Source: an optimization exercise on an open RTL-to-GDS flow (aim: small area). Production flows keep margins and buffers that such runs may drop.
The RTL was checked by simulation tests, not by an equivalence proof against the original design.
Power and IR drop assume default switching activity.

`flow/run.sh`:
```
#!/bin/bash
# synth_recipe.tcl (not shown) runs the flow's synth.tcl, then flattens the netlist and writes it again
# the make line also repeats each setting of config.mk as NAME=value (left out here)
make -C /OpenROAD-flow-scripts/flow DESIGN_CONFIG=/design/flow/config.mk WORK_HOME=/design/flow/orfs CLKGATE_MAP_FILE= SYNTH_SCRIPT=/design/flow/synth_recipe.tcl finish
```
`flow/config.mk`:
```
export PLATFORM = sky130hd
export DESIGN_NAME = conv_top
export DESIGN_NICKNAME = conv_top
export VERILOG_FILES = /design/flow/design.v
export SDC_FILE = /design/flow/constraint.sdc
export NUM_CORES = 4
export LEC_CHECK = 0
export CAP_MARGIN = 20
export CORE_MARGIN = 2
export CORE_UTILIZATION = 40
export SLEW_MARGIN = 20
```
`flow/constraint.sdc`:
```
create_clock -name core_clock -period 9.0 [get_ports {clk}]
set_input_delay 1.8000 -clock core_clock [delete_from_list [all_inputs] [get_ports {clk}]]
set_output_delay 1.8000 -clock core_clock [all_outputs]
set_load 0.01 [all_outputs]
```
`flow/design.v`:
```
module conv_loader (
    input  logic        clk,
    input  logic        reset,
    input  logic [7:0]  in_data,
    input  logic        in_start,
    input  logic [2:0]  in_k,
    input  logic        in_valid,
    output logic        in_ready,
    input  logic [5:0]  rd_pix_base,
    input  logic [3:0]  rd_wgt_base,
    input  logic        frame_done,
    output logic [2:0]  k,
    output logic [7:0]  bias,
    output logic        loaded,
    output logic [31:0] pix_rd,
    output logic [31:0] wgt_rd
);
    localparam int IMG_ROWS = 8;
    localparam int IMG_COLS = 8;
    localparam int MAX_K    = 4;
    localparam int LANES    = MAX_K;
    localparam logic [1:0] LD_WEIGHTS = 2'd0;
    localparam logic [1:0] LD_BIAS    = 2'd1;
    localparam logic [1:0] LD_PIXELS  = 2'd2;
    localparam logic [1:0] LD_FULL    = 2'd3;
    logic [1:0] phase;
    logic [5:0] cnt;
    logic [7:0] pix_mem [0:IMG_ROWS*IMG_COLS-1];
    logic [7:0] wgt_mem [0:MAX_K*MAX_K-1];
    logic       take;
    logic [2:0] k_eff;
    logic [3:0] w_idx;
    logic       w_last;
    assign in_ready = (phase != LD_FULL);
    assign loaded   = (phase == LD_FULL);
    assign take     = in_valid && in_ready;
    always_comb begin
        k_eff  = in_start ? in_k : k;
        w_idx  = in_start ? 4'd0 : cnt[3:0];
        w_last = (w_idx == {1'b0, k_eff} * {1'b0, k_eff} - 4'd1);
    end
    always_ff @(posedge clk) begin
        if (reset) begin
            phase <= LD_WEIGHTS;
            cnt   <= '0;
            k     <= '0;
        end else begin
            case (phase)
                LD_WEIGHTS: if (take) begin
                    if (in_start)
                        k <= in_k;
                    if (w_last) begin
                        cnt   <= '0;
                        phase <= LD_BIAS;
                    end else begin
                        cnt <= {2'b00, w_idx} + 6'd1;
                    end
                end
                LD_BIAS: if (take) begin
                    phase <= LD_PIXELS;
                end
                LD_PIXELS: if (take) begin
                    if (cnt == 6'(IMG_ROWS * IMG_COLS - 1)) begin
                        cnt   <= '0;
                        phase <= LD_FULL;
                    end else begin
                        cnt <= cnt + 6'd1;
                    end
                end
                LD_FULL: if (frame_done) begin
                    phase <= LD_WEIGHTS;
                end
                default: phase <= LD_WEIGHTS;
            endcase
        end
    end
    always_ff @(posedge clk) begin
        if (take && phase == LD_WEIGHTS)
            wgt_mem[w_idx] <= in_data;
        if (take && phase == LD_BIAS)
            bias <= in_data;
        if (take && phase == LD_PIXELS)
            pix_mem[cnt] <= in_data;
    end
    always_ff @(posedge clk) begin
        for (int l = 0; l < LANES; l++) begin
            if ({1'b0, rd_pix_base} + 7'(l) < 7'(IMG_ROWS * IMG_COLS))
                pix_rd[8*l +: 8] <= pix_mem[rd_pix_base + 6'(l)];
            else
                pix_rd[8*l +: 8] <= '0;
            if ({1'b0, rd_wgt_base} + 5'(l) < 5'(MAX_K * MAX_K))
                wgt_rd[8*l +: 8] <= wgt_mem[rd_wgt_base + 4'(l)];
            else
                wgt_rd[8*l +: 8] <= '0;
        end
    end
endmodule
module conv_sequencer (
    input  logic       clk,
    input  logic       reset,
    input  logic [2:0] k,
    input  logic       loaded,
    input  logic       room,
    output logic [5:0] rd_pix_base,
    output logic [3:0] rd_wgt_base,
    output logic       ctrl_valid,
    output logic       ctrl_first,
    output logic [3:0] ctrl_mask,
    output logic       push,
    output logic       frame_done
);
    localparam int IMG_ROWS = 8;
    localparam int IMG_COLS = 8;
    localparam int LANES    = 4;
    localparam int MAC_LAT  = 2;
    localparam logic [1:0] LOAD_WAIT = 2'd0;
    localparam logic [1:0] COMPUTE   = 2'd1;
    localparam logic [1:0] DRAIN     = 2'd2;
    localparam logic [1:0] WRITE     = 2'd3;
    logic [1:0] state;
    logic [5:0] row;
    logic [5:0] col;
    logic [5:0] row_end;
    logic [5:0] col_end;
    logic [2:0] krow;
    logic [2:0] drain;
    logic       last_row;
    logic       last_col;
    assign row_end  = 6'(IMG_ROWS) - {3'b000, k};
    assign col_end  = 6'(IMG_COLS) - {3'b000, k};
    assign last_row = (row == row_end);
    assign last_col = (col == col_end);
    always_ff @(posedge clk) begin
        if (reset) begin
            state <= LOAD_WAIT;
            row   <= '0;
            col   <= '0;
            krow  <= '0;
            drain <= '0;
        end else begin
            case (state)
                LOAD_WAIT: begin
                    row   <= '0;
                    col   <= '0;
                    krow  <= '0;
                    drain <= '0;
                    if (loaded)
                        state <= COMPUTE;
                end
                COMPUTE: begin
                    if (krow == k - 3'd1) begin
                        krow  <= '0;
                        drain <= '0;
                        state <= DRAIN;
                    end else begin
                        krow <= krow + 3'd1;
                    end
                end
                DRAIN: begin
                    if (drain == 3'(MAC_LAT - 1))
                        state <= WRITE;
                    else
                        drain <= drain + 3'd1;
                end
                WRITE: if (room) begin
                    if (last_col) begin
                        col <= '0;
                        row <= row + 6'd1;
                    end else begin
                        col <= col + 6'd1;
                    end
                    state <= (last_row && last_col) ? LOAD_WAIT : COMPUTE;
                end
                default: state <= LOAD_WAIT;
            endcase
        end
    end
    always_comb begin
        rd_pix_base = (row + {3'b000, krow}) * 6'(IMG_COLS) + col;
        rd_wgt_base = {1'b0, krow} * {1'b0, k};
    end
    always_comb begin
        ctrl_valid = (state == COMPUTE);
        ctrl_first = (state == COMPUTE) && (krow == 3'd0);
        for (int l = 0; l < LANES; l++)
            ctrl_mask[l] = ctrl_valid && (3'(l) < k);
    end
    assign push       = (state == WRITE);
    assign frame_done = (state == WRITE) && room && last_row && last_col;
endmodule
module conv_mac (
    input  logic        clk,
    input  logic        reset,
    input  logic [31:0] pix_rd,
    input  logic [31:0] wgt_rd,
    input  logic        ctrl_valid,
    input  logic        ctrl_first,
    input  logic [3:0]  ctrl_mask,
    input  logic [7:0]  bias,
    output logic [20:0] result
);
    localparam int LANES   = 4;
    localparam int MAC_LAT = 2;
    localparam int CTRL_W  = 2 + LANES;
    logic signed [15:0]       prod [0:LANES-1];
    logic [CTRL_W*MAC_LAT-1:0] ctrl_pipe;
    logic                     d_valid;
    logic                     d_first;
    logic [LANES-1:0]         d_mask;
    logic signed [20:0]       lane_sum;
    always_ff @(posedge clk) begin
        for (int l = 0; l < LANES; l++)
            prod[l] <= $signed(pix_rd[8*l +: 8]) * $signed(wgt_rd[8*l +: 8]);
    end
    always_ff @(posedge clk) begin
        if (reset)
            ctrl_pipe <= '0;
        else
            ctrl_pipe <= {ctrl_pipe[CTRL_W*(MAC_LAT-1)-1:0], ctrl_valid, ctrl_first, ctrl_mask};
    end
    assign {d_valid, d_first, d_mask} = ctrl_pipe[CTRL_W*MAC_LAT-1 -: CTRL_W];
    always_comb begin
        lane_sum = '0;
        for (int l = 0; l < LANES; l++) begin
            if (d_mask[l])
                lane_sum = lane_sum + 21'(prod[l]);
        end
    end
    always_ff @(posedge clk) begin
        if (d_first)
            result <= 21'($signed(bias)) + lane_sum;
        else if (d_valid)
            result <= result + lane_sum;
    end
endmodule
module result_fifo (
    input  logic        clk,
    input  logic        reset,
    input  logic [20:0] wr_data,
    input  logic        wr_valid,
    output logic        room,
    output logic [20:0] rd_data,
    output logic        rd_valid,
    input  logic        rd_ready
);
    localparam int FIFO_DEPTH = 8;
    logic [20:0]                     mem [0:FIFO_DEPTH-1];
    logic [$clog2(FIFO_DEPTH)-1:0]   wr_ptr;
    logic [$clog2(FIFO_DEPTH)-1:0]   rd_ptr;
    logic [$clog2(FIFO_DEPTH+1)-1:0] count;
    logic                            do_wr;
    logic                            do_rd;
    assign room     = (count != FIFO_DEPTH);
    assign rd_valid = (count != '0);
    assign rd_data  = mem[rd_ptr];
    assign do_wr    = wr_valid && room;
    assign do_rd    = rd_valid && rd_ready;
    always_ff @(posedge clk) begin
        if (do_wr)
            mem[wr_ptr] <= wr_data;
    end
    always_ff @(posedge clk) begin
        if (reset) begin
            wr_ptr <= '0;
            rd_ptr <= '0;
            count  <= '0;
        end else begin
            if (do_wr)
                wr_ptr <= wr_ptr + 1'b1;
            if (do_rd)
                rd_ptr <= rd_ptr + 1'b1;
            case ({do_wr, do_rd})
                2'b10:   count <= count + 1'b1;
                2'b01:   count <= count - 1'b1;
                default: count <= count;
            endcase
        end
    end
endmodule
module conv_top (
    input  logic        clk,
    input  logic        reset,
    input  logic [7:0]  in_data,
    input  logic [3:0]  in_user,
    input  logic        in_valid,
    output logic        in_ready,
    output logic [20:0] out_data,
    output logic        out_valid,
    input  logic        out_ready
);
    logic [2:0]  k;
    logic [7:0]  bias;
    logic        loaded;
    logic [5:0]  rd_pix_base;
    logic [3:0]  rd_wgt_base;
    logic [31:0] pix_rd;
    logic [31:0] wgt_rd;
    logic        ctrl_valid;
    logic        ctrl_first;
    logic [3:0]  ctrl_mask;
    logic        frame_done;
    logic        push;
    logic        room;
    logic [20:0] result;
    conv_loader u_conv_loader (
        .clk         (clk),
        .reset       (reset),
        .in_data     (in_data),
        .in_start    (in_user[3]),
        .in_k        (in_user[2:0]),
        .in_valid    (in_valid),
        .in_ready    (in_ready),
        .rd_pix_base (rd_pix_base),
        .rd_wgt_base (rd_wgt_base),
        .frame_done  (frame_done),
        .k           (k),
        .bias        (bias),
        .loaded      (loaded),
        .pix_rd      (pix_rd),
        .wgt_rd      (wgt_rd)
    );
    conv_sequencer u_conv_sequencer (
        .clk         (clk),
        .reset       (reset),
        .k           (k),
        .loaded      (loaded),
        .room        (room),
        .rd_pix_base (rd_pix_base),
        .rd_wgt_base (rd_wgt_base),
        .ctrl_valid  (ctrl_valid),
        .ctrl_first  (ctrl_first),
        .ctrl_mask   (ctrl_mask),
        .push        (push),
        .frame_done  (frame_done)
    );
    conv_mac u_conv_mac (
        .clk        (clk),
        .reset      (reset),
        .pix_rd     (pix_rd),
        .wgt_rd     (wgt_rd),
        .ctrl_valid (ctrl_valid),
        .ctrl_first (ctrl_first),
        .ctrl_mask  (ctrl_mask),
        .bias       (bias),
        .result     (result)
    );
    result_fifo u_result_fifo (
        .clk      (clk),
        .reset    (reset),
        .wr_data  (result),
        .wr_valid (push),
        .room     (room),
        .rd_data  (out_data),
        .rd_valid (out_valid),
        .rd_ready (out_ready)
    );
endmodule
```
==> results.py, run 1 <==
metrics = {
    "outcome": {
        "outcome": "complete, no violations",
    },
    "layout": {
        "fillers": 14900,
        "drive_gt1_frac": 0.275,
        "area_growth_pct": 10.6,
        "nNetsFinal": 5108,
    },
    "power_and_ir_drop": {
        "peakVddDrop_uv": 420,
        "leakagePower_uw": 0.0256,
        "power.density_nw_per_um2": 257,
    },
    "timing": {
        "fmax_mhz": 123,
        "final_max_slew_viol_count": 0,
        "rsz0062_at_grt": "no",
        "max-slew-margin-rel": 0.209,
        "worst_slew_pin_slew_ns": 1.18,
        "skew_ns": 0.0384,
        "setup_viol": 0,
        "whs_ns": 0.439,
        "min_period_ns": 8.15,
        "tns_ns": 0,
        "hold_viol": 0,
        "post-route-period-util": 0.906,
    },
    "drt": {
        "drt-initial-drc-count": 4410,
        "wire_per_inst_um": 26.4,
        "drtAntennaViolNets": 0,
        "vias_per_cell": 6.01,
        "vias": 41600,
        "first_pass_iters": 5,
        "drc": 0,
        "wirelength_um": 183000,
    },
    "synthesis": {
        "yosysUniqueCellTypes": 80,
        "synth_area_um2": 67900,
        "avgSynthCellArea_um2": 14.8,
        "synthCells": 4577,
        "synthTopCellsByCount": "edfxtp_1, mux4_2, inv_1",
        "synth_edf_count": 837,
        "synth_warnings": 5,
        "yosys_register_bits": 1021,
        "synth_area_leader_cell": "edfxtp_1",
        "ys_seq_area_frac": 0.424,
        "async_flop_share": 0,
        "syn_nets": 5074,
        "synth.most_common_cell": "edfxtp_1",
        "synth.area.top_cells": "edfxtp_1, mux4_2, fa_1",
        "synth_top_area_share": 0.370,
        "ys.flop_type": "edfxtp_1",
    },
    "worst_setup_path": {
        "crit_buf_inv": 2,
        "r2r-start": "u_conv_mac.ctrl_pipe[6]$_SDFF_PP0_",
        "path_class": "register to register",
        "slowest_stage": "or4_1",
        "critical_path_arrival_ns": 8.72,
        "reg2reg_depth": 36,
        "crit_start": "u_conv_mac.ctrl_pipe[6]$_SDFF_PP0_",
        "cp_max_fo": 28,
        "critPathMaxStageDelay_ns": 0.47,
        "ff2ff_setup_slack_ns": 0.85,
        "crit_top_cell": "a21o_1",
        "rr_endpoint": "u_conv_mac.result[19]$_DFFE_PP_",
        "end_kind": "register",
        "cp_top_family": "compound AO/OA/AOI/OAI gates",
        "start_kind": "register",
        "cp.required_ns": 9.57,
    },
    "placed_design": {
        "io_buffers": 38,
        "dp_hpwl_um": 123000,
        "routabilityCongestion": 0.870,
    },
    "worst_hold_path": {
        "hp-class": "register to register",
        "hold_end": "u_conv_mac.ctrl_pipe[11]$_SDFF_PP0_",
        "hold_depth": 1,
        "worstHoldStart": "u_conv_mac.ctrl_pipe[5]$_SDFF_PP0_",
    },
    "floorplan": {
        "coreArea_um2": 169000,
        "start_util": 0.402,
        "rows": 151,
        "die_h_um": 416,
        "io_pins": 39,
        "die-area_um2": 173000,
        "dieWidth_um": 416,
    },
    "clock_tree": {
        "path_clk_slew_ns": 0.07,
        "cts_tree": "built",
        "clk_latency_ns": 0.76,
        "cts_buffers": 113,
        "cts_sinks": 1021,
        "cts_max_path_buffers": 3,
        "cts-htree-levels": 3,
        "cts_root_buf": "clkbuf_16",
    },
    "run": {
        "maxCapViolations": 0,
    },
    "grt": {
        "grt_util_all_layers": 0.211,
        "grt_pass1_wl_um": 272000,
        "antenna_found_initial": 10,
        "grt_max_degree": 137,
        "grt_pass1_vias": 42000,
        "gr-total-overflow": 0,
    },
}
==> power breakdown <==
| group | leakage (uW) | internal [uW] | switching, uW |
|---|---|---|---|
| clock network | 0.00186 | 2770 | 2010 |
| logic | 0.0147 | 4000 | 4730 |
| registers | 0.00906 | 5480 | 321 |
==> area by class of cell <==
class	count	area, um2	share of cell area
Multi-Input combinational cell	2966	37000	0.493
Sequential cell	1021	28800	0.384
Clock buffer	136	2980	0.0396
Tap cell	2218	2780	0.0370
Timing Repair Buffer	174	1410	0.0187
Inverter	335	1260	0.0168
Clock inverter	76	816	0.0109
Antenna cell	1	2.50	0.0000333
==> through the flow <==
stage | instances | cell area, um2 | power [uW] | utilization | setup slack (ns)
after CTS | 6926 | 75000 | 19600 | 0.444 | 0.734
after floorplan | 4577 | 67900 | 12400 | - | 1.10
after global placement | 6714 | 71200 | 14600 | 0.422 | 0.886
after global routing | 6927 | 75100 | 20800 | 0.445 | 0.107
after detailed placement | 6714 | 71200 | 14700 | 0.422 | 0.771
final | 6927 | 75100 | 19300 | 0.445 | 0.847
==> layer usage <==
metal	GRT usage	vias up	routed length [um]
met5	0	-	16
li1	-	17900	-
met2	0.343	1837	87800
met1	0.273	21600	71200
met3	0.0496	324	15700
met4	0.0857	2	7910
==> state kept, by name, summed over array words and instances (netlist names), named ones only <==
register	flops
u_conv_sequencer.state	2
u_conv_mac.result	21
u_result_fifo.count	4
u_result_fifo.rd_ptr	3
u_conv_loader.pix_rd	32
u_conv_mac.prod	64
u_conv_loader.wgt_mem	128
u_conv_sequencer.col	6
u_conv_loader.bias	8
u_result_fifo.wr_ptr	3
u_conv_sequencer.row	6
u_conv_loader.cnt	6
u_conv_mac.ctrl_pipe	12
u_conv_loader.k	3
u_conv_loader.pix_mem	512
u_result_fifo.mem	168
u_conv_sequencer.krow	3
u_conv_loader.wgt_rd	32
u_conv_sequencer.drain	3
u_conv_loader.phase	2
==> repair_timing <==
| action | in CTS | in global routing |
|---|---|---|
| setup endpoints to repair | 0 | 1 |
| setup buffers | 0 | 0 |
| resized for setup | 0 | 2 |
| hold buffers | 0 | 0 |
==> placed cells by master, fill, tap and decap left out, drive strengths merged, types with 29 or more instances in the layout <==
cell           Yosys  routed
mux2i             49      49
nor2b             72      72
fa               229     229
nor2             209     209
xor2              68      68
edfxtp           837     837
clkbuf           129     136
o21ai             78      78
mux4             818     818
dfxtp            184     184
a211oi            63      63
ha               252     252
mux2              71      71
nand3             30      30
a21oi            136     136
inv              333     343
a21o              48      48
xnor2            134     134
buf              126     145
nand2b            57      57
and2             183     183
nand2            227     227
clkinv             2      47
clkdlybuf4s50      0      29
==> kinds of logic after synthesis <==
group / after synthesis / share of synthesized area
flip-flops: 1021 / 0.424
buffers and inverters: 590 / 0.0342
XOR/XNOR: 202 / 0.0261
AO/OA/AOI/OAI: 472 / 0.0465
AND/OR/NAND/NOR: 872 / 0.0641
multiplexers: 938 / 0.291
adder cells (fa/ha/maj): 482 / 0.114
==> how the worst max path moves through the flow <==
stage / end / slack [ns] / cells after the start
6_report: u_conv_mac.result[19]$_DFFE_PP_ / 0.85 / 36
3_5_place_dp: u_conv_mac.result[20]$_DFFE_PP_ / 0.77 / 37
5_1_grt: u_conv_mac.result[20]$_DFFE_PP_ / 0.11 / 37
2_1_floorplan: u_conv_mac.result[19]$_DFFE_PP_ / 1.10 / 39
3_3_place_gp: u_conv_mac.result[20]$_DFFE_PP_ / 0.89 / 37
4_1_cts: u_conv_mac.result[20]$_DFFE_PP_ / 0.73 / 37
==> inputs of run 2 (changes only) <==
==> flow/design.v (replaced) <==
module conv_top (
    input  logic        clk,
    input  logic        reset,
    input  logic [7:0]  in_data,
    input  logic [3:0]  in_user,
    input  logic        in_valid,
    output logic        in_ready,
    output logic [20:0] out_data,
    output logic        out_valid,
    input  logic        out_ready
);
    localparam logic [2:0] S_IDLE  = 3'd0;
    localparam logic [2:0] S_LOADW = 3'd1;
    localparam logic [2:0] S_BIAS  = 3'd2;
    localparam logic [2:0] S_PIX   = 3'd3;
    localparam logic [2:0] S_SCAN  = 3'd4;
    logic [7:0]  pr [0:26];
    logic [7:0]  wr [0:15];
    logic [4:0]  age;       
    logic [3:0]  wslot;     
    logic [2:0]  st;
    logic        done;      
    logic [1:0]  km1;       
    logic [2:0]  row, col;
    logic [7:0]  bias;
    logic [19:0] acc;
    logic        ov;
    logic [5:0]  sc;        
    logic        take, a27, a1, needwin, start, scanning, ins_p, ins_w;
    logic        ring_match, in_match, match, binj, shift, last_pix;
    logic [7:0]  p_op;
    logic [1:0]  dig;
    logic [2:0]  d3;
    logic [10:0] prod;
    logic [19:0] addend;
    assign a27      = (age == 5'd27);
    assign a1       = (age == 5'd1);
    assign needwin  = (row >= {1'b0, km1}) && (col >= {1'b0, km1});
    assign last_pix = (row == 3'd7) && (col == 3'd7);
    always_comb begin
        case (st)
            S_LOADW: in_ready = (wslot == {row[1:0], col[1:0]});
            S_BIAS:  in_ready = 1'b1;
            S_PIX:   in_ready = a27 && (!needwin || done);
            default: in_ready = 1'b0;
        endcase
    end
    assign take  = in_valid && in_ready;
    assign ins_p = take && (st == S_PIX);
    assign ins_w = take && (st == S_LOADW);
    assign start    = (st == S_PIX) && in_valid && needwin && !done && !ov && a27 && (acc == 20'd0);
    assign scanning = start || (st == S_SCAN);
    assign ring_match = (wslot == {age[4:3], age[1:0]}) && !age[2] &&
                        (age[4:3] <= km1) && (age[1:0] <= km1);
    assign in_match   = (wslot == 4'd0) && a27;
    assign match      = scanning && (ring_match || in_match);
    assign binj       = scanning && (sc[5:4] == 2'd3) && (wslot == 4'd0) && (age == 5'd26);
    assign shift      = scanning ? (a27 && (sc[3:0] == 4'd0) && (sc[5:4] != 2'd0)) : !(ov || done);
    assign p_op = (wslot == 4'd0) ? in_data : pr[26];
    always_comb begin
        case (sc[5:4])
            2'd0: dig = wr[15][7:6];
            2'd1: dig = wr[15][5:4];
            2'd2: dig = wr[15][3:2];
            default: dig = wr[15][1:0];
        endcase
    end
    assign d3   = match ? {(sc[5:4] == 2'd0) & dig[1], dig} : 3'd0;
    assign prod = 11'($signed(p_op) * $signed(d3));
    assign addend = binj ? 20'($signed(bias)) : 20'($signed(prod));
    always_ff @(posedge clk) begin
        pr[0] <= ins_p ? in_data : pr[26];
        for (int i = 1; i < 27; i++) pr[i] <= pr[i-1];
        wr[0] <= ins_w ? in_data : wr[15];
        for (int i = 1; i < 16; i++) wr[i] <= wr[i-1];
    end
    always_ff @(posedge clk) begin
        acc <= (shift ? {acc[17:0], 2'b00} : acc) + addend;
    end
    always_ff @(posedge clk) begin
        if (take && st == S_BIAS) bias <= in_data;
    end
    always_ff @(posedge clk) begin
        if (reset) begin
            st    <= S_IDLE;
            age   <= 5'd27;
            wslot <= 4'd0;
            sc    <= 6'd0;
            done  <= 1'b0;
            ov    <= 1'b0;
        end else begin
            age   <= (a1 || ins_p) ? 5'd27 : age - 5'd1;
            wslot <= wslot + 4'd1;
            if (ov && out_ready) ov <= 1'b0;
            if (scanning && a1) sc <= sc + 6'd1;
            case (st)
                S_IDLE: if (in_valid) begin
                    km1 <= in_user[1:0] - 2'd1;
                    row <= {1'b0, in_user[1:0] - 2'd1};
                    col <= {1'b0, in_user[1:0] - 2'd1};
                    st  <= S_LOADW;
                end
                S_LOADW: if (take) begin
                    if (col[1:0] == 2'd0) begin
                        col <= {1'b0, km1};
                        if (row[1:0] == 2'd0) st <= S_BIAS;
                        else row <= row - 3'd1;
                    end else begin
                        col <= col - 3'd1;
                    end
                end
                S_BIAS: if (take) begin
                    row  <= 3'd0;
                    col  <= 3'd0;
                    done <= 1'b0;
                    st   <= S_PIX;
                end
                S_PIX: begin
                    if (take) begin
                        done <= 1'b0;
                        if (done) ov <= 1'b1;
                        col  <= col + 3'd1;
                        if (col == 3'd7) row <= row + 3'd1;
                        if (last_pix) st <= S_IDLE;
                    end else if (start) begin
                        st <= S_SCAN;
                    end
                end
                S_SCAN: if (a1 && sc == 6'd63) begin
                    st   <= S_PIX;
                    done <= 1'b1;
                end
                default: st <= S_IDLE;
            endcase
        end
    end
    assign out_data  = {acc[19], acc};
    assign out_valid = ov;
endmodule
==> results.py, run 2 <==
metrics = {
    "outcome": {
        "outcome": "complete, no violations",
    },
    "layout": {
        "largestRegisters": "pr: 216 flops, wr: 128 flops, acc: 20 flops",
        "regMostFlops": "pr",
        "area_growth_pct": 17.8,
        "stdcell_count": 1387,
        "layout_commonest_cell": "dfxtp_1",
        "largest_register_ffs": 216,
        "finish.utilization": 0.475,
        "final_cell_mix": "dfxtp_1, nor2_1, ha_1",
        "drive_gt1_frac": 0.127,
        "nNetsFinal": 1051,
    },
    "worst_setup_path": {
        "start_kind": "input port",
        "critPathMaxStageDelay_ns": 0.54,
        "critical_path_arrival_ns": 8.54,
        "cp.required_ns": 9.42,
        "crit_buf_inv": 3,
        "rr_endpoint": "acc[16]$_DFF_P_",
        "cp_top_family": "compound AO/OA/AOI/OAI gates",
        "slowest_stage": "fa_1",
        "ff2ff_setup_slack_ns": 1.86,
        "cp_max_fo": 3,
        "reg2reg_depth": 32,
        "end_kind": "register",
        "path_class": "input port to register",
        "r2r-start": "row[0]$_DFFE_PP_",
    },
    "synthesis": {
        "yosys_register_bits": 400,
        "synth_edf_count": 16,
        "synth_warnings": 3,
        "synthTopCellsByCount": "dfxtp_1, nor2_1, ha_1",
        "synthCells": 899,
        "ys_seq_area_frac": 0.687,
        "ys.flop_type": "dfxtp_1",
        "async_flop_share": 0,
        "yosysUniqueCellTypes": 68,
        "avgSynthCellArea_um2": 13.2,
        "synth.most_common_cell": "dfxtp_1",
        "synth_area_um2": 11900,
        "synth.area.top_cells": "dfxtp_1, ha_1, edfxtp_1",
        "synth_top_area_share": 0.647,
        "synth_area_leader_cell": "dfxtp_1",
        "syn_nets": 980,
    },
    "clock_tree": {
        "cts-htree-levels": 2,
        "hold_buffers": 0,
        "cts_sinks": 400,
        "cts_tree": "built",
        "cts_resized": 0,
        "cts_buffers": 37,
        "path_clk_slew_ns": 0.07,
        "post_cts_buffers": 0,
        "clk_latency_ns": 0.53,
        "cts_max_path_buffers": 3,
        "cts_root_buf": "clkbuf_16",
    },
    "worst_hold_path": {
        "hold_depth": 0,
        "worstHoldStart": "wr[13][2]$_DFF_P_",
        "hp-class": "register to register",
        "hold_end": "wr[14][2]$_DFF_P_",
    },
    "timing": {
        "min_period_ns": 8.12,
        "worst_slew_pin_slew_ns": 0.850,
        "setup_ws_ns": 0.882,
        "setup_viol": 0,
        "skew_ns": 0.0196,
        "post-route-period-util": 0.902,
        "max-slew-margin-rel": 0.430,
        "fmax_mhz": 123,
        "hold_viol": 0,
        "rsz0062_at_grt": "no",
        "tns_ns": 0,
        "final_max_slew_viol_count": 0,
    },
    "floorplan": {
        "dieWidth_um": 176,
        "rows": 63,
        "start_util": 0.403,
        "io_pins": 39,
        "coreArea_um2": 29500,
        "die-area_um2": 31100,
        "die_h_um": 176,
    },
    "drt": {
        "vias_per_cell": 4.50,
        "wire_per_inst_um": 13.8,
        "first_pass_iters": 4,
        "drtAntennaViolNets": 0,
        "drt-initial-drc-count": 237,
        "vias": 6247,
        "wirelength_um": 19200,
        "drc": 0,
    },
    "grt": {
        "grt_util_all_layers": 0.126,
        "antenna_found_initial": 0,
        "grt_pass1_wl_um": 31100,
        "grt_pass1_vias": 6073,
        "gr-total-overflow": 0,
        "grt_max_degree": 19,
    },
    "placed_design": {
        "dp_hpwl_um": 13000,
        "placed_cells": 1321,
        "io_buffers": 36,
        "routabilityCongestion": 0.816,
        "dp_slack_ns": 0.345,
    },
    "power_and_ir_drop": {
        "peakVddDrop_uv": 172,
        "power.density_nw_per_um2": 258,
        "leakagePower_uw": 0.00578,
    },
    "run": {
        "maxCapViolations": 0,
    },
}
-- run 2: cell count changes after synthesis, sizes merged, moves of 147 or more --
cell	previous run	this run
and2	183	9
inv	333	35
nor2	209	62
fa	229	12
nand2	227	26
mux4	818	1
dfxtp	184	384
ha	252	53
edfxtp	837	16
-- run 2: kinds of logic (layout without fill, tap and decap cells) --
group / count (synthesis) / after routing / share of synthesized area
DFF: 400 / 400 / 0.687
and+or+nand+nor: 173 / 173 / 0.0743
AOI/OAI and AO/OA: 112 / 112 / 0.0640
adders and majority gates: 65 / 65 / 0.0760
buffers and inverters: 55 / 152 / 0.0192
muxes: 48 / 48 / 0.0453
xor gates and xnor gates: 46 / 46 / 0.0339
other: 0 / 1 / 0
-- run 2: through the flow --
| step | hold slack, ns | instance area, um2 | power [uW] |
|---|---|---|---|
| 2_1_floorplan | 0.310 | 11900 | 2070 |
| 4_1_cts | 0.309 | 14000 | 3660 |
| 6_report | 0.306 | 14000 | 3610 |
| 5_1_grt | 0.313 | 14000 | 3770 |
| 3_3_place_gp | 0.310 | 12800 | 2120 |
| 3_5_place_dp | 0.312 | 12800 | 2120 |
-- run 2: final cells by class --
type / count / area [um2]
Timing Repair Buffer: 52 / 480
Sequential cell: 400 / 8170
Clock inverter: 8 / 76.3
Tap cell: 390 / 488
Inverter: 35 / 131
Multi-Input combinational cell: 444 / 3500
Antenna cell: 1 / 2.50
Clock buffer: 57 / 1150
Fill cell: 2662 / 15500
-- run 2: worst max-delay path by stage --
stage,start,endpoint,slack [ns],cells past startpoint
3_3_place_gp,in_valid,acc[15]$_DFF_P_,0.37,32
2_1_floorplan,in_valid,acc[16]$_DFF_P_,1.13,31
3_5_place_dp,in_valid,acc[16]$_DFF_P_,0.35,31
6_report,in_valid,acc[16]$_DFF_P_,0.88,31
4_1_cts,in_valid,acc[16]$_DFF_P_,0.89,31
5_1_grt,in_valid,acc[16]$_DFF_P_,0.47,31
-- run 2: metal layers --
metal  vias to the layer above  global-route usage  share of wire
met2                        97               0.192           0.43
li1                       3195                   -              -
met4                         0              0.0620          0.038
met5                         -                   0              0
met3                        47              0.0261          0.037
met1                      2908               0.171           0.49
-- run 2: where the power goes --
part,internal [uW],total (uW),switching (uW)
Combinational,75.6,172,96.7
Sequential,1860,1910,46.2
Clock,891,1530,641
Total,2830,3610,784
==> inputs of run 3 (changes only) <==
--- a/flow/design.v
+++ b/flow/design.v
@@ -27,16 +27,15 @@
     logic        ov;
     logic [5:0]  sc;        
     logic        take, a27, a1, needwin, start, scanning, ins_p, ins_w;
-    logic        ring_match, in_match, match, binj, shift, last_pix;
-    logic [7:0]  p_op;
-    logic [1:0]  dig;
-    logic [2:0]  d3;
-    logic [10:0] prod;
+    logic        ring_match, in_match, wbit, m, neg, binj, shift, last_pix;
+    logic [7:0]  p_op, w_op;
+    logic [2:0]  pass;
     logic [19:0] addend;
     assign a27      = (age == 5'd27);
     assign a1       = (age == 5'd1);
     assign needwin  = (row >= {1'b0, km1}) && (col >= {1'b0, km1});
     assign last_pix = (row == 3'd7) && (col == 3'd7);
+    assign pass     = sc[5:3];
     always_comb begin
         case (st)
             S_LOADW: in_ready = (wslot == {row[1:0], col[1:0]});
@@ -50,24 +49,17 @@
     assign ins_w = take && (st == S_LOADW);
     assign start    = (st == S_PIX) && in_valid && needwin && !done && !ov && a27 && (acc == 20'd0);
     assign scanning = start || (st == S_SCAN);
-    assign ring_match = (wslot == {age[4:3], age[1:0]}) && !age[2] &&
+    assign ring_match = (wslot[2:0] == {age[3], age[1:0]}) && !age[2] &&
                         (age[4:3] <= km1) && (age[1:0] <= km1);
-    assign in_match   = (wslot == 4'd0) && a27;
-    assign match      = scanning && (ring_match || in_match);
-    assign binj       = scanning && (sc[5:4] == 2'd3) && (wslot == 4'd0) && (age == 5'd26);
-    assign shift      = scanning ? (a27 && (sc[3:0] == 4'd0) && (sc[5:4] != 2'd0)) : !(ov || done);
-    assign p_op = (wslot == 4'd0) ? in_data : pr[26];
-    always_comb begin
-        case (sc[5:4])
-            2'd0: dig = wr[15][7:6];
-            2'd1: dig = wr[15][5:4];
-            2'd2: dig = wr[15][3:2];
-            default: dig = wr[15][1:0];
-        endcase
-    end
-    assign d3   = match ? {(sc[5:4] == 2'd0) & dig[1], dig} : 3'd0;
-    assign prod = 11'($signed(p_op) * $signed(d3));
-    assign addend = binj ? 20'($signed(bias)) : 20'($signed(prod));
+    assign in_match   = (wslot[2:0] == 3'd0) && a1;
+    assign w_op       = (wslot[3] == age[4]) ? wr[15] : wr[7];
+    assign wbit       = w_op[3'd7 - pass];
+    assign m          = scanning && (ring_match || in_match) && wbit;
+    assign neg        = (pass == 3'd0);
+    assign binj       = scanning && (pass == 3'd7) && (wslot[2:0] == 3'd0) && (age == 5'd26);
+    assign shift      = scanning ? (a27 && (sc[2:0] == 3'd0) && (pass != 3'd0)) : !(ov || done);
+    assign p_op   = in_match ? in_data : pr[26];
+    assign addend = m ? 20'($signed(p_op ^ {8{neg}})) : (binj ? 20'($signed(bias)) : 20'd0);
     always_ff @(posedge clk) begin
         pr[0] <= ins_p ? in_data : pr[26];
         for (int i = 1; i < 27; i++) pr[i] <= pr[i-1];
@@ -75,7 +67,7 @@
         for (int i = 1; i < 16; i++) wr[i] <= wr[i-1];
     end
     always_ff @(posedge clk) begin
-        acc <= (shift ? {acc[17:0], 2'b00} : acc) + addend;
+        acc <= (shift ? {acc[18:0], 1'b0} : acc) + addend + {19'd0, m && neg};
     end
     always_ff @(posedge clk) begin
         if (take && st == S_BIAS) bias <= in_data;
--- a/flow/config.mk
+++ b/flow/config.mk
@@ -8,4 +8,7 @@
 export CAP_MARGIN = 20
 export CORE_MARGIN = 2
 export CORE_UTILIZATION = 40
+export CTS_BUF_LIST = sky130_fd_sc_hd__clkbuf_8
+export CTS_CLUSTER_DIAMETER = 60
+export CTS_CLUSTER_SIZE = 24
 export SLEW_MARGIN = 20
==> results.py, run 3 <==
metrics = {
    "outcome": {
        "outcome": "complete, no violations",
    },
    "layout": {
        "area_growth_pct": 11.6,
        "largest_register_ffs": 216,
        "layout_commonest_cell": "dfxtp_1",
        "drive_gt1_frac": 0.108,
        "final_cell_mix": "dfxtp_1, nor2_1, ha_1",
        "multiInputGateArea_um2": 2830,
        "fillers": 2511,
        "largestRegisters": "pr: 216 flops, wr: 128 flops, acc: 20 flops",
        "seqCellArea_um2": 8170,
        "regMostFlops": "pr",
        "nNetsFinal": 907,
    },
    "worst_setup_path": {
        "cp_max_fo": 20,
        "cp.required_ns": 9.51,
        "start_kind": "input port",
        "crit_buf_inv": 2,
        "end_kind": "register",
        "slowest_stage": "clkdlybuf4s50_1",
        "critical_path_arrival_ns": 6.53,
        "path_class": "input port to register",
        "worstPathCellList": "clkdlybuf4s50_1 -> nand4b_1 -> or4_1 -> or3_1 -> o21a_4 -> mux2i_2 -> buf_4 -> mux2_2 -> ha_1 -> a211oi_1 -> nor2_1 -> o21ai_0 -> o31ai_1 -> o211ai_1 -> nand3b_1 -> a31oi_1 -> xor2_1",
        "crit_start": "in_valid",
        "critPathMaxStageDelay_ns": 0.60,
        "cp_top_family": "compound AO/OA/AOI/OAI gates",
        "r2r-start": "st[1]$_SDFFE_PP0P_",
    },
    "clock_tree": {
        "cts_root_buf": "clkbuf_8",
        "path_clk_slew_ns": 0.12,
        "cts-htree-levels": 1,
        "cts_sinks": 400,
        "cts_tree": "built",
        "clk_latency_ns": 0.57,
        "cts_resized": 0,
        "post_cts_buffers": 0,
        "hold_buffers": 0,
        "cts_buffers": 25,
        "cts_max_path_buffers": 3,
    },
    "grt": {
        "gr-total-overflow": 0,
        "grt_max_degree": 25,
        "antenna_found_initial": 1,
        "grt_pass1_vias": 5282,
        "grt_pass1_wl_um": 27600,
        "grt_util_all_layers": 0.119,
    },
    "synthesis": {
        "yosysUniqueCellTypes": 55,
        "yosys_register_bits": 400,
        "synth_top_family_by_area": "simple AND/OR/NAND/NOR gates",
        "synthTopCellsByCount": "dfxtp_1, ha_1, nor2_1",
        "async_flop_share": 0,
        "synthCells": 798,
        "synth_xor_area_frac": 0.0352,
        "synth-simple-area-share": 0.0670,
        "synth_top_area_share": 0.687,
        "synth_edf_count": 16,
        "avgSynthCellArea_um2": 14.0,
        "synth-compound-area-share": 0.0479,
        "synth_area_leader_cell": "dfxtp_1",
        "synth_warnings": 3,
        "ys.flop_type": "dfxtp_1",
        "ys_seq_area_frac": 0.730,
        "synth.most_common_cell": "dfxtp_1",
        "synth.mux.area_fraction": 0.0541,
        "synth.area.top_cells": "dfxtp_1, edfxtp_1, ha_1",
        "syn_nets": 855,
        "synth_area_um2": 11200,
        "synthAdderAreaFrac": 0.0479,
    },
    "floorplan": {
        "die-area_um2": 29300,
        "die_h_um": 171,
        "rows": 61,
        "start_util": 0.405,
        "coreArea_um2": 27600,
        "dieWidth_um": 171,
        "io_pins": 39,
    },
    "placed_design": {
        "dp_slack_ns": 2.41,
        "dp_hpwl_um": 11300,
        "io_buffers": 36,
        "routabilityCongestion": 0.816,
    },
    "worst_hold_path": {
        "hp-class": "register to register",
        "worstHoldStart": "wr[6][3]$_DFF_P_",
    },
    "drt": {
        "wire_per_inst_um": 13.5,
        "vias": 5426,
        "drtAntennaViolNets": 0,
        "vias_per_cell": 4.37,
        "drc": 0,
        "drt-initial-drc-count": 314,
        "wirelength_um": 16700,
        "first_pass_iters": 4,
    },
    "timing": {
        "min_period_ns": 6.02,
        "rsz0062_at_grt": "no",
        "setup_viol": 0,
        "tns_ns": 0,
        "skew_ns": 0.0349,
        "post-route-period-util": 0.669,
        "fmax_mhz": 166,
        "hold_viol": 0,
        "final_max_slew_viol_count": 0,
        "whs_ns": 0.312,
        "worst_slew_pin_slew_ns": 0.926,
        "max-slew-margin-rel": 0.379,
        "setup_ws_ns": 2.98,
    },
    "power_and_ir_drop": {
        "leakagePower_uw": 0.00511,
        "power.density_nw_per_um2": 234,
        "total_power_uw": 2920,
        "peakVddDrop_uv": 127,
    },
    "run": {
        "maxCapViolations": 0,
    },
}
-- run 3: layout make-up --
type,count,share of cell area
clock inverter,15,0.0148
sequential,400,0.654
inverter,22,0.00661
timing repair buffer,40,0.0313
tap,378,0.0379
clock buffer,26,0.0287
multi-input combinational,361,0.226
antenna,1,0.000200
-- run 3: cells by family (layout without fill, tap and decap cells) --
group | count (synthesis) | count (layout)
DFF | 400 | 400
and+or+nand+nor | 140 | 140
AOI/OAI and AO/OA | 83 | 83
muxes | 52 | 52
xor gates and xnor gates | 45 | 45
adders and majority gates | 41 | 41
buffers and inverters | 37 | 103
other | 0 | 1
-- run 3: stage by stage --
stage           util  cells  area [um2]
4_1_cts        0.452   1242       12500
5_1_grt        0.452   1243       12500
3_5_place_dp   0.432   1201       11900
6_report       0.452   1243       12500
2_1_floorplan      -    798       11200
3_3_place_gp   0.432   1201       11900
-- run 3: worst paths after layout --
kind / end / slack [ns] / depth (start not counted)
min reg2reg: wr[7][3]$_DFF_P_ / 0.31 / 0
max reg2reg: acc[19]$_DFF_P_ / 3.99 / 16
min: wr[7][3]$_DFF_P_ / 0.31 / 0
max: acc[19]$_DFF_P_ / 2.98 / 17
-- run 3: worst register-to-register path: stages (launching register included) --
cell and delay (ns):
dfxtp_1 0.76, nand4b_1 0.23, or4_1 0.48, or3_1 0.34, o21a_4 0.24, mux2i_2 0.16
buf_4 0.30, mux2_2 0.39, ha_1 0.29, a211oi_1 0.25, nor2_1 0.12, o21ai_0 0.48
o31ai_1 0.18, o211ai_1 0.22, nand3b_1 0.15, a31oi_1 0.22, xor2_1 0.15
-- run 3: where the power goes --
| group | internal, uW | switching [uW] | total [uW] |
|---|---|---|---|
| clock | 332 | 562 | 895 |
| combinational | 59.6 | 74.5 | 134 |
| sequential | 1850 | 41.8 | 1900 |
| total | 2250 | 678 | 2920 |
-- run 3: layer usage --
layer / GRT usage / routed length (um) / up-vias
met5: 0 / 0 / -
met4: 0.0383 / 446 / 0
met3: 0.0193 / 516 / 31
met2: 0.184 / 7130 / 57
met1: 0.170 / 8640 / 2554
li1: - / - / 2784
==> inputs of run 4 (changes only) <==
==> flow/config.mk (replaced) <==
export PLATFORM = sky130hd
export DESIGN_NAME = conv_top
export DESIGN_NICKNAME = conv_top
export VERILOG_FILES = /design/flow/design.v
export SDC_FILE = /design/flow/constraint.sdc
export NUM_CORES = 4
export LEC_CHECK = 0
export CAP_MARGIN = 20
export CORE_MARGIN = 2
export CORE_UTILIZATION = 65
export CTS_BUF_LIST = sky130_fd_sc_hd__clkbuf_4
export CTS_CLUSTER_DIAMETER = 40
export CTS_CLUSTER_SIZE = 12
export SLEW_MARGIN = 20
==> results.py, run 4 <==
metrics = {
    "outcome": {
        "outcome": "complete, no violations",
    },
    "clock_tree": {
        "post_cts_buffers": 0,
        "cts_buffers": 44,
        "cts-htree-levels": 2,
        "cts_resized": 0,
        "cts_max_path_buffers": 3,
        "clk_latency_ns": 0.67,
        "cts_sinks": 400,
        "path_clk_slew_ns": 0.11,
        "hold_buffers": 0,
        "cts_root_buf": "clkbuf_4",
        "cts_tree": "built",
    },
    "layout": {
        "layout_commonest_cell": "dfxtp_1",
        "largest_register_ffs": 216,
        "drive_gt1_frac": 0.127,
        "largestRegisters": "pr: 216 flops, wr: 128 flops, acc: 20 flops",
        "regMostFlops": "pr",
        "area_growth_pct": 9.69,
        "final_cell_area_um2": 12300,
        "final_cell_mix": "dfxtp_1, clkbuf_4, nor2_1, ha_1, clkdlybuf4s50_1",
        "nNetsFinal": 925,
    },
    "synthesis": {
        "yosysUniqueCellTypes": 55,
        "synthCells": 798,
        "synth.most_common_cell": "dfxtp_1",
        "synth.area.top_cells": "dfxtp_1, edfxtp_1, ha_1",
        "synth_area_um2": 11200,
        "synth.mux.area_fraction": 0.0541,
        "ys.flop_type": "dfxtp_1",
        "yosys_register_bits": 400,
        "synth_xor_area_frac": 0.0352,
        "avgSynthCellArea_um2": 14.0,
        "syn_nets": 855,
        "ys_seq_area_frac": 0.730,
        "synth_top_area_share": 0.687,
        "synth_area_leader_cell": "dfxtp_1",
        "synth_top_family_by_area": "simple AND/OR/NAND/NOR gates",
        "synth_edf_count": 16,
        "synth-simple-area-share": 0.0670,
        "async_flop_share": 0,
        "synth-compound-area-share": 0.0479,
        "synthTopCellsByCount": "dfxtp_1, ha_1, nor2_1",
        "synthAdderAreaFrac": 0.0479,
        "synth_warnings": 3,
    },
    "worst_hold_path": {
        "hp-class": "register to register",
    },
    "timing": {
        "max-slew-margin-rel": 0.465,
        "tns_ns": 0,
        "final_max_slew_viol_count": 0,
        "post-route-period-util": 0.672,
        "fmax_mhz": 165,
        "setup_viol": 0,
        "min_period_ns": 6.04,
        "worst_slew_pin_slew_ns": 0.796,
        "skew_ns": 0.0359,
        "rsz0062_at_grt": "no",
        "hold_viol": 0,
    },
    "grt": {
        "grt_max_degree": 22,
        "grt_util_all_layers": 0.212,
        "gr-total-overflow": 0,
        "grt_pass1_vias": 6025,
        "antenna_found_initial": 3,
        "grt_pass1_wl_um": 30000,
    },
    "power_and_ir_drop": {
        "seqPwrFrac": 0.646,
        "leakagePower_uw": 0.00513,
        "clkPwrFrac": 0.308,
        "peakVddDrop_uv": 202,
        "p_sw_uw": 668,
        "p_int_uw": 2270,
        "swShare": 0.227,
        "power.density_nw_per_um2": 239,
        "combinationalPowerShare": 0.046,
    },
    "drt": {
        "drtAntennaViolNets": 0,
        "first_pass_iters": 4,
        "drt-initial-drc-count": 255,
        "wire_per_inst_um": 16.5,
        "wirelength_um": 18200,
        "vias_per_cell": 5.16,
        "vias": 5700,
        "drc": 0,
    },
    "floorplan": {
        "die_h_um": 135,
        "die-area_um2": 18300,
        "io_pins": 39,
        "dieWidth_um": 135,
        "start_util": 0.670,
        "rows": 47,
        "coreArea_um2": 16700,
    },
    "worst_setup_path": {
        "critPathMaxStageDelay_ns": 0.56,
        "cp.required_ns": 9.60,
        "critical_path_arrival_ns": 6.65,
        "end_kind": "register",
        "worstPathCellList": "clkdlybuf4s50_1 -> nand4b_1 -> or4_1 -> or3_1 -> o21a_4 -> mux2i_2 -> buf_4 -> and2_1 -> fa_1 -> inv_1 -> fa_1 -> nor2b_1 -> o21a_1 -> o21ai_0 -> a211oi_1 -> or2_2 -> a21o_1 -> a21oi_1 -> xnor2_1",
        "start_kind": "input port",
        "path_class": "input port to register",
        "crit_top_cell": "fa_1",
        "cp_max_fo": 20,
        "slowest_stage": "clkdlybuf4s50_1",
    },
    "placed_design": {
        "routabilityCongestion": 0.836,
        "dp_hpwl_um": 12000,
        "dpl_cell_area_um2": 11700,
        "io_buffers": 36,
    },
    "run": {
        "maxCapViolations": 0,
    },
}
## run 4: final cells by class
cell class                 count  area, um2
antenna                        1       2.50
clock buffer                  48        360
clock inverter                13        176
fill                        1052       4430
inverter                      22       82.6
multi-input combinational    361       2820
sequential                   400       8170
tap                          220        275
timing repair buffer          39        383
## run 4: path summary, 6_finish.rpt
kind,start,to,slack [ns],depth (start not counted)
worst max-delay path,in_valid,acc[16]$_DFF_P_,2.96,19
worst min register to register,pr[8][5]$_DFF_P_,pr[9][5]$_DFF_P_,0.32,0
worst max register to register,st[1]$_SDFFE_PP0P_,acc[16]$_DFF_P_,3.83,18
worst min-delay path,pr[8][5]$_DFF_P_,pr[9][5]$_DFF_P_,0.32,0
## run 4: critical path, delay by kind of cell
kind	cells	cell delay, ns
adder cells (fa/ha/maj)	2	0.65
XOR/XNOR	1	0.13
multiplexers	1	0.14
AO/OA/AOI/OAI	6	1.31
AND/OR/NAND/NOR	6	1.72
buffers and inverters	3	0.89
## run 4: stage by stage
stage | hold WS [ns] | total power (uW) | util | cells | setup WS (ns)
2_1_floorplan | 0.310 | 2030 | - | 798 | 3.43
3_5_place_dp | 0.312 | 2070 | 0.702 | 1042 | 2.35
6_report | 0.323 | 2940 | 0.735 | 1104 | 2.96
5_1_grt | 0.331 | 3060 | 0.735 | 1104 | 2.78
3_3_place_gp | 0.310 | 2060 | 0.702 | 1042 | 2.43
4_1_cts | 0.325 | 2970 | 0.734 | 1103 | 3.05
## run 4: metal layers
layer	wire length (um)	vias up	track usage
met5	24	-	0
met4	480	4	0.0845
met3	815	46	0.0524
met2	8950	120	0.360
met1	7920	2692	0.260
li1	-	2838	-
## run 4: power by group through the flow
stage | Sequential (uW) | Combinational (uW) | Clock (uW)
6_report | 1900 | 135 | 904
3_5_place_dp | 1940 | 134 | 0
4_1_cts | 1900 | 134 | 934
2_1_floorplan | 1910 | 115 | 0
3_3_place_gp | 1930 | 126 | 0
5_1_grt | 1910 | 152 | 1000
## run 4: cell families (layout without fill, tap and decap cells)
group / after synthesis / count (layout)
other: 0 / 1
XOR/XNOR: 45 / 45
buffers and inverters: 37 / 122
AO/OA/AOI/OAI: 83 / 83
adder cells (fa/ha/maj): 41 / 41
AND/OR/NAND/NOR: 140 / 140
multiplexers: 52 / 52
flip-flops: 400 / 400
==> inputs of run 5 (changes only) <==
--- a/flow/config.mk
+++ b/flow/config.mk
@@ -7,7 +7,7 @@
 export LEC_CHECK = 0
 export CAP_MARGIN = 20
 export CORE_MARGIN = 2
-export CORE_UTILIZATION = 65
+export CORE_UTILIZATION = 40
 export CTS_BUF_LIST = sky130_fd_sc_hd__clkbuf_4
 export CTS_CLUSTER_DIAMETER = 40
 export CTS_CLUSTER_SIZE = 12
==> results.py, run 5 <==
metrics = {
    "outcome": {
        "outcome": "complete, no violations",
    },
    "grt": {
        "antenna_found_initial": 2,
        "grt_pass1_vias": 5510,
        "grt_max_degree": 22,
        "grt_pass1_wl_um": 28100,
        "gr-total-overflow": 0,
        "grt_util_all_layers": 0.122,
    },
    "clock_tree": {
        "cts_tree": "built",
        "cts_sinks": 400,
        "clk_latency_ns": 0.66,
        "path_clk_slew_ns": 0.11,
        "cts_resized": 0,
        "cts_root_buf": "clkbuf_4",
        "hold_buffers": 0,
        "cts_buffers": 46,
        "cts_max_path_buffers": 3,
        "post_cts_buffers": 0,
        "cts-htree-levels": 2,
    },
    "drt": {
        "first_pass_iters": 4,
        "vias": 5568,
        "drtAntennaViolNets": 0,
        "drc": 0,
        "vias_per_cell": 4.39,
        "wire_per_inst_um": 13.4,
        "drt-initial-drc-count": 309,
        "wirelength_um": 17100,
    },
    "power_and_ir_drop": {
        "total_power_uw": 2850,
        "leakagePower_uw": 0.00512,
        "power.density_nw_per_um2": 230,
        "peakVddDrop_uv": 136,
    },
    "synthesis": {
        "ys_seq_area_frac": 0.730,
        "synth-simple-area-share": 0.0670,
        "async_flop_share": 0,
        "synth.most_common_cell": "dfxtp_1",
        "synthTopCellsByCount": "dfxtp_1, ha_1, nor2_1",
        "synthCells": 798,
        "synth.area.top_cells": "dfxtp_1, edfxtp_1, ha_1",
        "synth_area_leader_cell": "dfxtp_1",
        "synth_warnings": 3,
        "ys.flop_type": "dfxtp_1",
        "synth_top_family_by_area": "simple AND/OR/NAND/NOR gates",
        "synth_area_um2": 11200,
        "synthAdderAreaFrac": 0.0479,
        "synth_edf_count": 16,
        "synth-compound-area-share": 0.0479,
        "yosysUniqueCellTypes": 55,
        "synth_xor_area_frac": 0.0352,
        "synth_top_area_share": 0.687,
        "syn_nets": 855,
        "avgSynthCellArea_um2": 14.0,
        "synth.mux.area_fraction": 0.0541,
        "yosys_register_bits": 400,
    },
    "floorplan": {
        "dieWidth_um": 171,
        "io_pins": 39,
        "die_h_um": 171,
        "die-area_um2": 29300,
        "coreArea_um2": 27600,
        "rows": 61,
        "start_util": 0.405,
    },
    "layout": {
        "nNetsFinal": 928,
        "largest_register_ffs": 216,
        "drive_gt1_frac": 0.129,
        "fillers": 2554,
        "final_cell_mix": "dfxtp_1, clkbuf_4, nor2_1, ha_1, clkdlybuf4s50_1",
        "final_cell_area_um2": 12400,
        "largestRegisters": "pr: 216 flops, wr: 128 flops, acc: 20 flops",
        "regMostFlops": "pr",
        "layout_commonest_cell": "dfxtp_1",
        "area_growth_pct": 11.0,
    },
    "timing": {
        "min_period_ns": 5.97,
        "max-slew-margin-rel": 0.377,
        "fmax_mhz": 167,
        "worst_slew_pin_slew_ns": 0.930,
        "skew_ns": 0.0348,
        "hold_viol": 0,
        "tns_ns": 0,
        "setup_viol": 0,
        "post-route-period-util": 0.664,
        "rsz0062_at_grt": "no",
        "final_max_slew_viol_count": 0,
        "whs_ns": 0.315,
    },
    "placed_design": {
        "io_buffers": 36,
        "dpl_cell_area_um2": 11900,
        "dp_hpwl_um": 11300,
        "routabilityCongestion": 0.816,
    },
    "worst_setup_path": {
        "start_kind": "input port",
        "cp_max_fo": 20,
        "critical_path_arrival_ns": 6.54,
        "path_class": "input port to register",
        "end_kind": "register",
        "cp.required_ns": 9.57,
    },
    "worst_hold_path": {
        "hp-class": "register to register",
    },
    "run": {
        "maxCapViolations": 0,
    },
}
==> run 5: layer usage <==
layer | wire, um | vias up | share of wire | GRT usage
met5 | 0 | - | 0 | 0
met4 | 546 | 0 | 0.032 | 0.0538
met3 | 641 | 39 | 0.038 | 0.0283
met2 | 7290 | 78 | 0.43 | 0.188
met1 | 8580 | 2599 | 0.50 | 0.166
li1 | - | 2852 | - | -
==> run 5: critical path: stages <==
cell	delay [ns]
clkdlybuf4s50_1	0.60
nand4b_1	0.19
or4_1	0.48
or3_1	0.34
o21a_4	0.24
mux2i_2	0.16
buf_4	0.30
mux2_2	0.39
ha_1	0.29
a211oi_1	0.24
nor2_1	0.12
o21ai_0	0.49
o31ai_1	0.18
o211ai_1	0.22
nand3b_1	0.15
a31oi_1	0.22
xor2_1	0.15
==> run 5: final cells by class <==
class | count | area (um2) | share of cell area
multi-input combinational | 361 | 2830 | 0.227
tap | 378 | 473 | 0.0381
clock buffer | 54 | 405 | 0.0326
antenna | 2 | 5.00 | 0.000403
inverter | 22 | 82.6 | 0.00665
sequential | 400 | 8170 | 0.658
clock inverter | 12 | 72.6 | 0.00584
timing repair buffer | 40 | 390 | 0.0314
==> run 5: cell families after synthesis <==
family / after synthesis
xor+xnor: 45
mux: 52
buf+inv: 37
fa+ha+maj: 41
compound gates: 83
flops: 400
simple gates: 140
==> run 5: final timing paths <==
| path | slack, ns | cells after the start | endpoint | start |
|---|---|---|---|---|
| worst max-delay path | 3.03 | 17 | acc[19]$_DFF_P_ | in_valid |
| worst min-delay path | 0.32 | 0 | wr[2][6]$_DFF_P_ | wr[1][6]$_DFF_P_ |
| worst max register to register | 4.00 | 16 | acc[19]$_DFF_P_ | st[1]$_SDFFE_PP0P_ |
| worst min register to register | 0.32 | 0 | wr[2][6]$_DFF_P_ | wr[1][6]$_DFF_P_ |
==> run 5: through the flow <==
step / worst slack (ns) / cells / utilization
floorplan: 3.43 / 798 / -
global placement: 2.40 / 1201 / 0.432
detailed placement: 2.41 / 1201 / 0.432
CTS: 3.09 / 1267 / 0.449
global route: 2.69 / 1269 / 0.450
finish: 3.03 / 1269 / 0.450
==> run 5: report_power, final <==
part | leakage [uW] | switching, uW | total (uW) | internal, uW
clock network | 0.000287 | 534 | 824 | 290
logic | 0.00159 | 74.4 | 134 | 59.7
registers | 0.00324 | 41.5 | 1890 | 1850
==> inputs of run 6 (changes only) <==
==> flow/flow/run.sh (new file) <==
#!/bin/bash
# The standard layout (standard.sh, the standard flow's own ORFS run), with two changes:
#  - port buffers use the smallest buffer cell instead of the flow's default pick
#  - clock tree synthesis does not add dummy loads
# Every tool's full output goes to a log file in the work folder.
set -euo pipefail
export BUFFER_PORTS_ARGS="-inputs -outputs -buffer_cell sky130_fd_sc_hd__buf_1"
export CTS_ARGS="-sink_clustering_enable -repair_clock_nets -dont_use_dummy_load -buf_list sky130_fd_sc_hd__clkbuf_4 -sink_clustering_size 12 -sink_clustering_max_diameter 40"
bash standard.sh finish > flow.log 2>&1
==> flow/standard.sh (new file) <==
#!/bin/bash
# synth_recipe.tcl (not shown) runs the flow's synth.tcl, then flattens the netlist and writes it again
# the make line also repeats each setting of config.mk as NAME=value (left out here)
make -C /OpenROAD-flow-scripts/flow DESIGN_CONFIG=/design/flow/config.mk WORK_HOME=/design/flow/orfs CLKGATE_MAP_FILE= SYNTH_SCRIPT=/design/flow/synth_recipe.tcl "${@:-finish}"
removed: flow/run.sh
==> results.py, run 6 <==
metrics = {
    "clock_tree": {
        "cts_root_buf": "clkbuf_4",
        "post_cts_buffers": 0,
        "cts-htree-levels": 2,
        "clk_latency_ns": 0.66,
        "hold_buffers": 0,
        "cts_max_path_buffers": 3,
        "path_clk_slew_ns": 0.11,
        "cts_tree": "built",
        "cts_buffers": 48,
        "cts_sinks": 400,
        "cts_resized": 0,
    },
    "layout": {
        "regMostFlops": "pr",
        "area_growth_pct": 7.89,
        "drive_gt1_frac": 0.115,
        "nNetsFinal": 929,
        "largest_register_ffs": 216,
        "final_cell_mix": "dfxtp_1, clkbuf_4, nor2_1, ha_1, buf_1",
        "multiInputGateArea_um2": 2830,
        "seqCellArea_um2": 8170,
        "layout_commonest_cell": "dfxtp_1",
        "largestRegisters": "pr: 216 flops, wr: 128 flops, acc: 20 flops",
        "fillers": 2596,
    },
    "synthesis": {
        "synth.area.top_cells": "dfxtp_1, edfxtp_1, ha_1",
        "synth_edf_count": 16,
        "synthCells": 798,
        "ys.flop_type": "dfxtp_1",
        "synth.most_common_cell": "dfxtp_1",
        "synth_top_area_share": 0.687,
        "syn_nets": 855,
        "synth_area_leader_cell": "dfxtp_1",
        "async_flop_share": 0,
        "yosysUniqueCellTypes": 55,
        "ys_seq_area_frac": 0.730,
        "avgSynthCellArea_um2": 14.0,
        "synth_warnings": 3,
        "synthTopCellsByCount": "dfxtp_1, ha_1, nor2_1",
        "synth_area_um2": 11200,
        "yosys_register_bits": 400,
    },
    "worst_setup_path": {
        "slowest_stage": "o21ai_0",
        "path_class": "input port to register",
        "start_kind": "input port",
        "crit_buf_inv": 2,
        "cp_top_family": "compound AO/OA/AOI/OAI gates",
        "critical_path_arrival_ns": 6.31,
        "end_kind": "register",
        "cp_max_fo": 20,
        "worstPathCellList": "buf_1 -> nand4b_1 -> or4_1 -> or3_1 -> o21a_4 -> mux2i_2 -> buf_4 -> mux2_2 -> ha_1 -> a211oi_1 -> nor2_1 -> o21ai_0 -> o31ai_1 -> o211ai_1 -> nand3b_1 -> a31oi_1 -> xor2_1",
        "critPathMaxStageDelay_ns": 0.54,
        "cp.required_ns": 9.53,
    },
    "power_and_ir_drop": {
        "leakagePower_uw": 0.00496,
        "total_power_uw": 2760,
        "peakVddDrop_uv": 129,
        "power.density_nw_per_um2": 229,
    },
    "drt": {
        "drt-initial-drc-count": 326,
        "vias_per_cell": 4.45,
        "wirelength_um": 16700,
        "drc": 0,
        "drtAntennaViolNets": 0,
        "wire_per_inst_um": 13.4,
        "first_pass_iters": 4,
        "vias": 5564,
    },
    "grt": {
        "grt_util_all_layers": 0.121,
        "grt_pass1_wl_um": 27700,
        "grt_pass1_vias": 5450,
        "antenna_found_initial": 1,
        "gr-total-overflow": 0,
        "grt_max_degree": 22,
    },
    "floorplan": {
        "io_pins": 39,
        "dieWidth_um": 171,
        "start_util": 0.405,
        "rows": 61,
        "coreArea_um2": 27600,
        "die_h_um": 171,
        "die-area_um2": 29300,
    },
    "outcome": {
        "outcome": "complete, no violations",
    },
    "placed_design": {
        "dp_hpwl_um": 11200,
        "io_buffers": 36,
        "routabilityCongestion": 0.801,
    },
    "timing": {
        "max-slew-margin-rel": 0.316,
        "rsz0062_at_grt": "no",
        "post-route-period-util": 0.642,
        "skew_ns": 0.0808,
        "hold_viol": 0,
        "tns_ns": 0,
        "final_max_slew_viol_count": 0,
        "setup_viol": 0,
        "fmax_mhz": 173,
        "min_period_ns": 5.78,
        "worst_slew_pin_slew_ns": 1.03,
    },
    "worst_hold_path": {
        "hp-class": "register to register",
    },
    "run": {
        "maxCapViolations": 0,
    },
}
-- run 6: cell counts after synthesis --
No cell type changed its count.
-- run 6: layout make-up --
type	instances	share of cell area
diodes	1	0.000207
flip-flops and latches	400	0.677
clock buffers	48	0.0299
inverters	22	0.00684
well taps	378	0.0392
multi-input cells	361	0.234
repair buffers	39	0.0131
-- run 6: kinds of logic (layout without fill, tap and decap cells) --
kind of cell / Yosys count / in the layout / share of synthesized area
DFF: 400 / 400 / 0.730
other: 0 / 1 / 0
buffers and inverters: 37 / 109 / 0.0178
muxes: 52 / 52 / 0.0541
AOI/OAI and AO/OA: 83 / 83 / 0.0479
adders and majority gates: 41 / 41 / 0.0479
xor gates and xnor gates: 45 / 45 / 0.0352
and+or+nand+nor: 140 / 140 / 0.0670
-- run 6: report_power, final --
part	switching (uW)	internal, uW
Clock	490	245
Combinational	73.1	53.5
Sequential	42.1	1850
Total	606	2150
-- run 6: per-stage QoR --
step	std cells	worst slack, ns	area [um2]	hold WS [ns]	utilization
floorplan	798	3.43	11200	0.310	-
global placement	1200	2.74	11700	0.310	0.424
detailed placement	1200	2.61	11700	0.312	0.424
CTS	1248	3.25	12100	0.259	0.437
global route	1249	2.82	12100	0.250	0.437
finish	1249	3.22	12100	0.256	0.437
-- run 6: routing by layer --
layer  global-route usage  share of wire  routed length (um)  up-vias
li1                     -              -                   -     2836
met2                0.184           0.43                7260       87
met5                    0              0                   0        -
met3               0.0327          0.049                 825       48
met4               0.0483          0.027                 447        0
met1                0.163           0.49                8210     2593
-- run 6: worst paths after layout --
| path | start | to | slack [ns] | depth (start not counted) |
|---|---|---|---|---|
| worst max-delay path | in_valid | acc[19]$_DFF_P_ | 3.22 | 17 |
| worst min-delay path | pr[13][0]$_DFF_P_ | pr[14][0]$_DFF_P_ | 0.26 | 0 |
| worst max register to register | st[1]$_SDFFE_PP0P_ | acc[19]$_DFF_P_ | 3.82 | 16 |
| worst min register to register | pr[13][0]$_DFF_P_ | pr[14][0]$_DFF_P_ | 0.26 | 0 |

static timing again, ports no longer ideal:
No port has a modelled driver above. Below, the same layouts with a new extraction and two added sets of constraints.
Step 1: set_driving_cell puts a clkbuf_16 on clk and a buf_2 on each other input, an assumption about the parent block.
Step 2 times the ports against the registers' clock, not the clock port: input delays grow and output delays shrink by t, the midpoint of the rising clock arrivals with the driver on.
a / b / c = ideal / step 1 / step 2; a / b = the first two.
| run | shift t [ns] | slack for setup (ns) | latest minus earliest clock arrival (ns) |
|---|---|---|---|
| run 1 | 0.821 | 0.847 / 0.847 / 0.847 | 0.041 / 0.041 |
| run 2 | 0.570 | 0.882 / 0.896 / 0.326 | 0.022 / 0.022 |
| run 3 | 0.603 | 2.980 / 2.998 / 2.396 | 0.037 / 0.037 |
| run 4 | 0.690 | 2.955 / 2.969 / 2.279 | 0.036 / 0.036 |
| run 5 | 0.690 | 3.026 / 3.045 / 2.356 | 0.041 / 0.041 |
| run 6 | 0.658 | 3.223 / 3.241 / 2.583 | 0.098 / 0.097 |
After both steps setup and hold are still met in every run listed. For run 4, which loses most, drivers alone change the setup slack by +0.014 ns; drivers and shift together by -0.676 ns.
